Background: an optimization exercise with open tools, aiming at small area and a short achievable clock period. Do not read the settings as production practice.
The RTL was checked by simulation tests, not by an equivalence proof against the original design.
No driver is modelled on the clock port, so clocking that relies on it looks cheaper here than on a real chip.

## cic_interpolator
module cic_interpolator (
  input  logic                clock,
  input  logic                reset_n,
  input  logic [5:0]          interpolation,
  input  logic                clear_underflow,
  output logic                underflow,
  input  logic                out_strobe,
  input  logic                in_valid,
  input  logic signed [17:0]  in_data,
  output logic                in_ready,
  output logic                out_valid,
  output logic signed [17:0]  out_data
);
Settings: LEC_CHECK=0, ABC_AREA=1, CAP_MARGIN=20, CORE_MARGIN=2, CORE_UTILIZATION=50, PLACE_DENSITY=0.65, SETUP_SLACK_MARGIN=3.5, SLEW_MARGIN=20; clock period 6.5 ns.
standard.sh (not shown) runs the stock make flow with config.mk's settings and CLKGATE_MAP_FILE= SYNTH_SCRIPT=/design/flow/synth_recipe.tcl, a recipe that flattens the netlist after the stock synthesis.
==> flow/flow/run.sh <==
#!/bin/bash
# Standard ORFS layout (the standard.sh) with: clock tree synthesis
# without dummy loads and with larger sink clusters, buf_2 as the port
# buffer, and a tighter internal repair target on in_ready
# (flow/pre_cts.tcl). Make's output: flow_make.log.
set -euo pipefail
bash standard.sh \
  "CTS_ARGS=-sink_clustering_enable -repair_clock_nets -dont_use_dummy_load -sink_clustering_size 22 -sink_clustering_max_diameter 80" \
  "BUFFER_PORTS_ARGS=-buffer_cell sky130_fd_sc_hd__buf_2" \
  "PRE_CTS_TCL=$PWD/flow/pre_cts.tcl" \
  finish > flow_make.log 2>&1
==> flow/flow/pre_cts.tcl <==
set_output_delay 1.65 -clock [get_clocks core_clock] [get_ports in_ready]
Rerun with:
==> flow/flow/run.sh (replaced) <==
#!/bin/bash
# Standard ORFS layout (the standard.sh) with these changes:
#  - synthesis maps with flow/abc_area.script (one round of ABC's &nf
#    mapper, smaller than ORFS's scripts); ORFS's scripts are copied to
#    scripts_mod/ with only that file replaced
#  - clock tree synthesis without dummy loads, with clkbuf_8 buffers and
#    sink clusters of up to 14 flip-flops
#  - buf_2 as the port buffer
#  - a tighter internal repair target on in_ready (flow/pre_cts.tcl)
# Make's output goes to flow_make.log.
set -euo pipefail
rm -rf scripts_mod
cp -r "$FLOW_HOME/scripts" scripts_mod
cp flow/abc_area.script scripts_mod/abc_area.script
bash standard.sh \
  "SCRIPTS_DIR=$PWD/scripts_mod" \
  "CTS_ARGS=-sink_clustering_enable -repair_clock_nets -dont_use_dummy_load -sink_clustering_size 14 -sink_clustering_max_diameter 60 -buf_list sky130_fd_sc_hd__clkbuf_8" \
  "BUFFER_PORTS_ARGS=-buffer_cell sky130_fd_sc_hd__buf_2" \
  "PRE_CTS_TCL=$PWD/flow/pre_cts.tcl" \
  finish > flow_make.log 2>&1
==> flow/flow/abc_area.script (new file) <==
&get -n
&st
&dch
&nf
&put
buffer -c
topo
stime -c
upsize -c
dnsize -c
CORE_UTILIZATION = 60   (was 50)
PLACE_DENSITY = 0.7   (was 0.65)
Outcome: Setup slack gets worse by 120 ps; via count fell by 7.6%; global-route usage rises by 4.9 points; cell count went down by 16%; hold slack gets worse by 22 ps; first-iteration DRC count is higher by 7.5%; die area goes down by 22%; core utilization goes up by 15 points.

---

Another version of the RTL of cic_interpolator (not shown whole).
Size: ~3200 cells after synthesis, ~400 flip-flops, about 26000 um2 of cells after synthesis.
## cic_interpolator
module cic_interpolator (
  input  logic                clock,
  input  logic                reset_n,
  input  logic [5:0]          interpolation,
  input  logic                clear_underflow,
  output logic                underflow,
  input  logic                out_strobe,
  input  logic                in_valid,
  input  logic signed [17:0]  in_data,
  output logic                in_ready,
  output logic                out_valid,
  output logic signed [17:0]  out_data
);
clock: 6.5 ns
lec_check: 0
abc_area: 1
cap_margin: 20
core_margin: 2
core_utilization: 50
place_density: 0.65
setup_slack_margin: 3.35
slew_margin: 20
==> flow/flow/run.sh <==
#!/bin/bash
# Standard ORFS layout (the standard.sh) with: no dummy loads in clock
# tree synthesis, and buf_2 as the port buffer. Make's output: flow_make.log.
set -euo pipefail
bash standard.sh \
  "CTS_ARGS=-sink_clustering_enable -repair_clock_nets -dont_use_dummy_load" \
  "BUFFER_PORTS_ARGS=-buffer_cell sky130_fd_sc_hd__buf_2" \
  finish > flow_make.log 2>&1
The starting point passed the timing, DRC and antenna checks.
Then changed:
- CORE_UTILIZATION: 50 -> 40
- PLACE_DENSITY: 0.65 -> 0.6
Effect:
- routed wire length fell by a few percent
- setup slack gains 0.024 ns
- maximum frequency rose slightly
- worst hold slack loses 0.047 ns
- count of clock-buffer cells in the layout fell by 1
- die area rose by a quarter to a third
- synthesized cell count does not change
Then changed:
==> flow/flow/run.sh (replaced) <==
#!/bin/bash
# Standard ORFS layout (the standard.sh) with: clock tree synthesis
# without dummy loads, buf_2 as the port buffer, and a tighter internal
# repair target on in_ready (flow/pre_cts.tcl). Make's output: flow_make.log.
set -euo pipefail
bash standard.sh \
  "CTS_ARGS=-sink_clustering_enable -repair_clock_nets -dont_use_dummy_load" \
  "BUFFER_PORTS_ARGS=-buffer_cell sky130_fd_sc_hd__buf_2" \
  "PRE_CTS_TCL=$PWD/flow/pre_cts.tcl" \
  finish > flow_make.log 2>&1
==> flow/flow/pre_cts.tcl (new file) <==
set_output_delay 1.65 -clock [get_clocks core_clock] [get_ports in_ready]
- CORE_UTILIZATION: 40 -> 50
- PLACE_DENSITY: 0.6 -> 0.65
Outcome:
- routed wire length went up by a little under a tenth
- die area went down by about a fifth
- design area shrinks slightly
- synthesized area does not change
Then changed:
==> flow/flow/run.sh (replaced) <==
#!/bin/bash
# Standard ORFS layout (the standard.sh) with: clock tree synthesis
# without dummy loads and with larger sink clusters, and buf_2 as the port
# buffer. Make's output: flow_make.log.
set -euo pipefail
bash standard.sh \
  "CTS_ARGS=-sink_clustering_enable -repair_clock_nets -dont_use_dummy_load -sink_clustering_size 30 -sink_clustering_max_diameter 100" \
  "BUFFER_PORTS_ARGS=-buffer_cell sky130_fd_sc_hd__buf_2" \
  finish > flow_make.log 2>&1
removed: flow/flow/pre_cts.tcl
Routed wire length is lower slightly.
Worst hold slack is worse by 0.0081 ns.
Flip-flop and latch count stays the same.
Sequential share of layout area rose by 0.82 points.
Setup slack gets better by 0.27 ns.
Synthesized area does not change.

-- re-timing with driven ports --
The results above use ideal ports. As a check the final layouts listed here were re-extracted and re-timed, cells and wires unchanged. Step 1 assumes that a clkbuf_16 drives the clock port and a buf_2 every other input. Step 2 times the ports against the registers' clock, not the clock port: input delays grow and output delays shrink by t, the midpoint of the rising clock arrivals with the driver on. Three values: ideal, step 1, step 2; two values: the first two.
run | t (ns) | setup slack, ns | worst register clock-pin slew, ns
the second run of note 1 | 0.655 | 3.024 / 3.037 / 2.381 | 0.10 / 0.10
the first run of note 2 | 0.627 | 3.399 / 3.252 / 2.966 | 0.06 / 0.06
the second run of note 2 | 0.619 | 3.423 / 3.204 / 2.903 | 0.06 / 0.06
the fourth run of note 2 | 0.606 | 3.411 / 3.265 / 2.941 | 0.12 / 0.12
After both steps setup and hold are still met in every run listed. For the second run of note 1, which loses most, drivers alone change the setup slack by +0.013 ns; drivers and shift together by -0.643 ns.
